Context: an optimization exercise on an open-source flow, tuned for small area. The choices shown serve that exercise and are no tape-out recipe. Where RTL was checked, it was by simulation tests only, not by an equivalence proof against the original. Power figures rest on the tool's default switching activity, not on a simulated workload.

// can_rx_msgbuf
module can_rx_msgbuf
#(
  parameter  int unsigned NUM_FILTERS = 20,
  parameter  int unsigned DEPTH       = 8,
  localparam int unsigned FMI_W       = $clog2(NUM_FILTERS + 1),
  localparam int unsigned OCC_W       = $clog2(DEPTH) + 1
) (
  input  logic                         clk,
  input  logic                         RST,
  input  logic                         clear,
  input  logic                         new_ID,
  input  logic [28:0]                  ID,
  input  logic                         RTR,
  input  logic                         EXT,
  input  logic [7:0]                   data,
  input  logic [3:0]                   data_index,
  input  logic                         load_data,
  input  logic [3:0]                   pkt_size,
  input  logic                         pkt_done,
  input  logic                         pkt_abort,
  input  logic                         enable_overrun,
  input  logic [NUM_FILTERS-1:0]       mask_enable,
  input  logic [KEY_W*NUM_FILTERS-1:0] filter_flat,
  input  logic [KEY_W*NUM_FILTERS-1:0] mask_flat,
  input  logic                         read_fifo,
  output logic [OCC_W-1:0]             occupancy,
  output logic                         full,
  output logic                         empty,
  output logic                         overrun,
  output logic [31:0]                  data_L,
  output logic [31:0]                  data_H,
  output logic [28:0]                  ID_out,
  output logic [3:0]                   pkt_size_out,
  output logic                         RTR_out,
  output logic                         EXT_out,
  output logic [FMI_W-1:0]             fmi_out,
  output logic                         fifo_read
);
Size: roughly 3300 cells after synthesis, about 950 flip-flops, roughly 38000 um^2 of cells after synthesis.
==> flow/config.mk <==
export PLATFORM = sky130hd
export DESIGN_NAME = can_rx_msgbuf
export DESIGN_NICKNAME = can_rx_msgbuf
export VERILOG_FILES = /design/flow/design.v
export SDC_FILE = /design/flow/constraint.sdc
export NUM_CORES = 4
export LEC_CHECK = 0
export CAP_MARGIN = 10
export CORE_AREA = 10 10 490 490
export DIE_AREA = 0 0 500 500
export SLEW_MARGIN = 10
==> flow/constraint.sdc <==
create_clock -name core_clock -period 10.0 [get_ports {clk}]
set_input_delay 2.0000 -clock core_clock [delete_from_list [all_inputs] [get_ports {clk}]]
set_output_delay 2.0000 -clock core_clock [all_outputs]
set_load 0.01 [all_outputs]
standard.sh (not shown) runs the stock make flow with config.mk's settings and CLKGATE_MAP_FILE= SYNTH_SCRIPT=/design/flow/synth_recipe.tcl, a recipe that flattens the netlist after the stock synthesis.
==> flow/flow/run.sh <==
#!/bin/bash
# Standard ORFS layout with smaller port buffers and a lighter clock tree.
set -euo pipefail
# Port buffers: the smallest buffer instead of the default delay-cell pick
export BUFFER_PORTS_ARGS="-buffer_cell sky130_fd_sc_hd__buf_1"
# Clock tree: small clock buffers, no dummy loads
export CTS_ARGS="-sink_clustering_enable -sink_clustering_size 16 -sink_clustering_max_diameter 50 -repair_clock_nets -dont_use_dummy_load -buf_list {sky130_fd_sc_hd__clkbuf_8}"
bash standard.sh > standard_flow.log 2>&1
The baseline completed without violations.
Change:
==> flow/flow/run.sh (replaced) <==
#!/bin/bash
# Standard ORFS layout with an area-oriented abc mapping script, smaller port
# buffers and a lighter clock tree.
set -euo pipefail
work=$PWD
# ORFS scripts with abc's mapping script replaced (registers are untouched:
# abc only maps the logic between them)
rm -rf "$work/scripts_area"
cp -r "$FLOW_HOME/scripts" "$work/scripts_area"
cp "$work/flow/abc_area.script" "$work/scripts_area/abc_speed.script"
# Port buffers: the smallest buffer instead of the default delay-cell pick
export BUFFER_PORTS_ARGS="-buffer_cell sky130_fd_sc_hd__buf_1"
# Clock tree: larger sink clusters on clkbuf_8/16, no dummy loads
export CTS_ARGS="-sink_clustering_enable -sink_clustering_size 24 -sink_clustering_max_diameter 80 -repair_clock_nets -dont_use_dummy_load -buf_list {sky130_fd_sc_hd__clkbuf_8 sky130_fd_sc_hd__clkbuf_16}"
bash standard.sh SCRIPTS_DIR="$work/scripts_area" synth > synth_flow.log 2>&1
bash standard.sh > standard_flow.log 2>&1
==> flow/flow/abc_area.script (new file) <==
&get -n
&st
&syn2
&dch
&nf -a
&st
&syn2
&dch
&nf -a
&st
&dch -f
&nf -a
&put
topo
Settings changed: GPL_TIMING_DRIVEN set to 0.
What happened: The new run finished clean; final area rises by a few percent; via count rises by a few percent; setup slack loses 1.2 ns; non-clock buffer count rises by 162; count of clock-buffer cells in the layout falls by 22; clock power rises by about a fifth; die area is unchanged.
Change:
Settings changed: GPL_TIMING_DRIVEN 0 to unset.
Result: The new run finished clean. Via count goes down slightly. Count of clock-buffer cells in the layout falls by 4. Global-route usage barely changes. Setup slack improves by 0.63 ns. Cell area fell by a few percent. Non-clock buffer count shrinks by 160. Maximum frequency climbs by a little under a tenth. Routed wire length climbs slightly. Clock power decreases by a few percent. Synthesized cell count does not change.
Change:
Settings changed: PLACE_DENSITY set to 0.8.
Effect: The new run finished but failed the layout checks on max-slew violations; fmax shrinks by about 1.4%; setup slack is worse by 0.10 ns; first-iteration DRC count rises by 18%.

========
== quartz ==
can_rx_msgbuf, a different RTL version from the one above (not shown whole).
Size: roughly 950 flip-flops, about 0.035 mm^2 of cells after synthesis.
==> flow/design.v (excerpt) <==
module can_rx_msgbuf
#(
  parameter  int unsigned NUM_FILTERS = 20,
  parameter  int unsigned DEPTH       = 8,
  localparam int unsigned FMI_W       = $clog2(NUM_FILTERS + 1),
  localparam int unsigned OCC_W       = $clog2(DEPTH) + 1
) (
  input  logic                         clk,
  input  logic                         RST,
  input  logic                         clear,
  input  logic                         new_ID,
  input  logic [28:0]                  ID,
  input  logic                         RTR,
  input  logic                         EXT,
  input  logic [7:0]                   data,
  input  logic [3:0]                   data_index,
  input  logic                         load_data,
  input  logic [3:0]                   pkt_size,
  input  logic                         pkt_done,
  input  logic                         pkt_abort,
  input  logic                         enable_overrun,
  input  logic [NUM_FILTERS-1:0]       mask_enable,
  input  logic [KEY_W*NUM_FILTERS-1:0] filter_flat,
  input  logic [KEY_W*NUM_FILTERS-1:0] mask_flat,
  input  logic                         read_fifo,
  output logic [OCC_W-1:0]             occupancy,
  output logic                         full,
  output logic                         empty,
  output logic                         overrun,
  output logic [31:0]                  data_L,
  output logic [31:0]                  data_H,
  output logic [28:0]                  ID_out,
  output logic [3:0]                   pkt_size_out,
  output logic                         RTR_out,
  output logic                         EXT_out,
  output logic [FMI_W-1:0]             fmi_out,
  output logic                         fifo_read
);
clock: 10.0 ns
lec_check: 0
cap_margin: 10
core_area: 10 10 490 490
die_area: 0 0 500 500
slew_margin: 10
==> flow/flow/run.sh <==
#!/bin/bash
# Standard ORFS layout with an area-oriented abc mapping script, smaller port
# buffers and a lighter clock tree.
set -euo pipefail
work=$PWD
# ORFS scripts with abc's mapping script replaced (registers are untouched:
# abc only maps the logic between them)
rm -rf "$work/scripts_area"
cp -r "$FLOW_HOME/scripts" "$work/scripts_area"
cp "$work/flow/abc_area.script" "$work/scripts_area/abc_speed.script"
# Port buffers: the smallest buffer instead of the default delay-cell pick
export BUFFER_PORTS_ARGS="-buffer_cell sky130_fd_sc_hd__buf_1"
# Clock tree: sink clusters of up to 16 on clkbuf_8, no dummy loads
export CTS_ARGS="-sink_clustering_enable -sink_clustering_size 16 -sink_clustering_max_diameter 60 -repair_clock_nets -dont_use_dummy_load -buf_list {sky130_fd_sc_hd__clkbuf_8}"
bash standard.sh SCRIPTS_DIR="$work/scripts_area" synth > synth_flow.log 2>&1
bash standard.sh > standard_flow.log 2>&1
==> flow/flow/abc_area.script <==
&get -n
&st
&syn2
&dch
&nf -a -p -R 1000 -F 8 -A 4
&st
&syn2
&dch
&nf -a -p -R 1000 -F 8 -A 4
&st
&dch -f
&nf -a -p -R 1000 -F 8 -A 4
&put
topo
quartz has completed all stages; timing, DRC and antenna checks passed.
> inputs changed (quartz -> umber)
--- a/flow/flow/run.sh
+++ b/flow/flow/run.sh
@@ -14 +14 @@
-export CTS_ARGS="-sink_clustering_enable -sink_clustering_size 16 -sink_clustering_max_diameter 60 -repair_clock_nets -dont_use_dummy_load -buf_list {sky130_fd_sc_hd__clkbuf_8}"
+export CTS_ARGS="-sink_clustering_enable -sink_clustering_size 14 -sink_clustering_max_diameter 80 -repair_clock_nets -dont_use_dummy_load -buf_list {sky130_fd_sc_hd__clkbuf_8}"
Findings:
umber completed every stage of the flow, and the final layout passed the timing, DRC and antenna checks. Diff quartz -> umber | routed length on met3 | up slightly. Delta (umber minus quartz): reported clock group power stayed essentially flat; critical path arrival stayed essentially flat; actual transition at the worst max-transition pin rose by 0.082 ns; post-detailed-route via-to-cell ratio fell by about 0.5%; power density over cell area stayed essentially flat. quartz and umber ended up with roughly the same routed wire length. NOTE: final critical-path required period in umber exceeds that of quartz. On multi-input gate share of total cell area, quartz and umber are neck and neck. The worst setup margin in umber was lower than what quartz gave. Comparing umber with quartz, the final net count came out essentially unchanged.
--- input diff umber..tundra ---
--- a/flow/flow/run.sh
+++ b/flow/flow/run.sh
@@ -14 +14 @@
-export CTS_ARGS="-sink_clustering_enable -sink_clustering_size 14 -sink_clustering_max_diameter 80 -repair_clock_nets -dont_use_dummy_load -buf_list {sky130_fd_sc_hd__clkbuf_8}"
+export CTS_ARGS="-sink_clustering_enable -sink_clustering_size 16 -sink_clustering_max_diameter 50 -repair_clock_nets -dont_use_dummy_load -buf_list {sky130_fd_sc_hd__clkbuf_8}"
==> comparison <==
Summary of the comparison: clock share of power is higher in tundra, relative to umber. Sort umber and tundra by power density over the cells, descending, and tundra comes first. Looking at register share of the cell area, tundra sits 0.17 points lower than umber does. Between umber and tundra, the first-pass GRT wire length figures differ only marginally. tundra completed end to end with timing, DRC and antenna clean. From umber to tundra the numbers moved as follows: combinational gate power about even, relative contribution of combinational cells to total power fell by 0.2 points.

========
the previous run:
can_rx_msgbuf, a different RTL version from the one above (not shown whole).
Size: ~950 flip-flops, ~43000 um^2 of cells after synthesis.
clock: 10.0 ns
lec_check: 0
cap_margin: 20
core_area: 10 10 490 490
die_area: 0 0 500 500
slew_margin: 20
==> flow/flow/run.sh <==
#!/bin/bash
# Standard ORFS layout with smaller port buffers and a lighter clock tree.
set -euo pipefail
# Port buffers: the smallest buffer instead of the default delay-cell pick
export BUFFER_PORTS_ARGS="-buffer_cell sky130_fd_sc_hd__buf_1"
# Clock tree: small clock buffers, no dummy loads
export CTS_ARGS="-sink_clustering_enable -repair_clock_nets -dont_use_dummy_load -buf_list {sky130_fd_sc_hd__clkbuf_4 sky130_fd_sc_hd__clkbuf_8}"
bash standard.sh > standard_flow.log 2>&1
Modified inputs, the current run compared to the previous run
- DIE_AREA removed (was 0 0 500 500)
- CORE_UTILIZATION newly set to 50
- CORE_MARGIN newly set to 2
- CORE_AREA removed (was 10 10 490 490)
Notes after the runs:
- Comparing the previous run and the current run, the higher horizontal die dimension is on the previous run.
- Per the comparison of the current run with the previous run, initial cell density of the core went up, placement row count went down.
- Diff the previous run..the current run | post-synth net total | unchanged
- Comparing the previous run against the current run, there is no change at all in sequential cell area fraction in the yosys report.
- Synthesized cell count: the current run vs the previous run identical
- The current run did not make it past 3_2_place_iop, where a tool error ended it.
- Adder-cell share of the synthesized area came out exactly the same in the previous run and the current run.
- Mean post-synth cell area essentially unchanged between the previous run and the current run.
Function was not checked in any run of this note: the RTL went through the layout flow alone.

[static timing again, ports no longer ideal]
The flow's constraints put no driver on any port. The routed layouts listed below were extracted and timed again, unchanged, in two steps.
Step 1: set_driving_cell puts a clkbuf_16 on clk and a buf_2 on each other input, an assumption about the parent block.
Step 2 moves the port delays by t, midway between the first and last clock arrival at a register: inputs arrive t later, outputs are due t later. That takes back most of the time a late clock gives input paths.
Slacks: no drivers / after step 1 / after step 2; pairs: no drivers / after step 1.
run | shift t [ns] | setup WS [ns] | worst setup path after step 2
the first run of note 1 | 0.856 | 3.220 / 3.220 / 2.691 | input to register
the second run of note 1 | 0.761 | 2.043 / 2.043 / 1.918 | input to register
the third run of note 1 | 0.741 | 2.674 / 2.674 / 2.674 | register to register
the fourth run of note 1 | 0.746 | 2.572 / 2.572 / 2.358 | input to register
quartz | 0.869 | 2.605 / 2.605 / 2.605 | register to register
umber | 0.870 | 2.586 / 2.586 / 2.586 | register to register
tundra | 0.903 | 2.585 / 2.585 / 2.585 | register to register
the previous run | 0.883 | 3.598 / 3.514 / 3.529 | input to register
The setup slack of the first run of note 1, which loses most, moves by 0.000 ns with the drivers and by -0.529 ns with both steps.
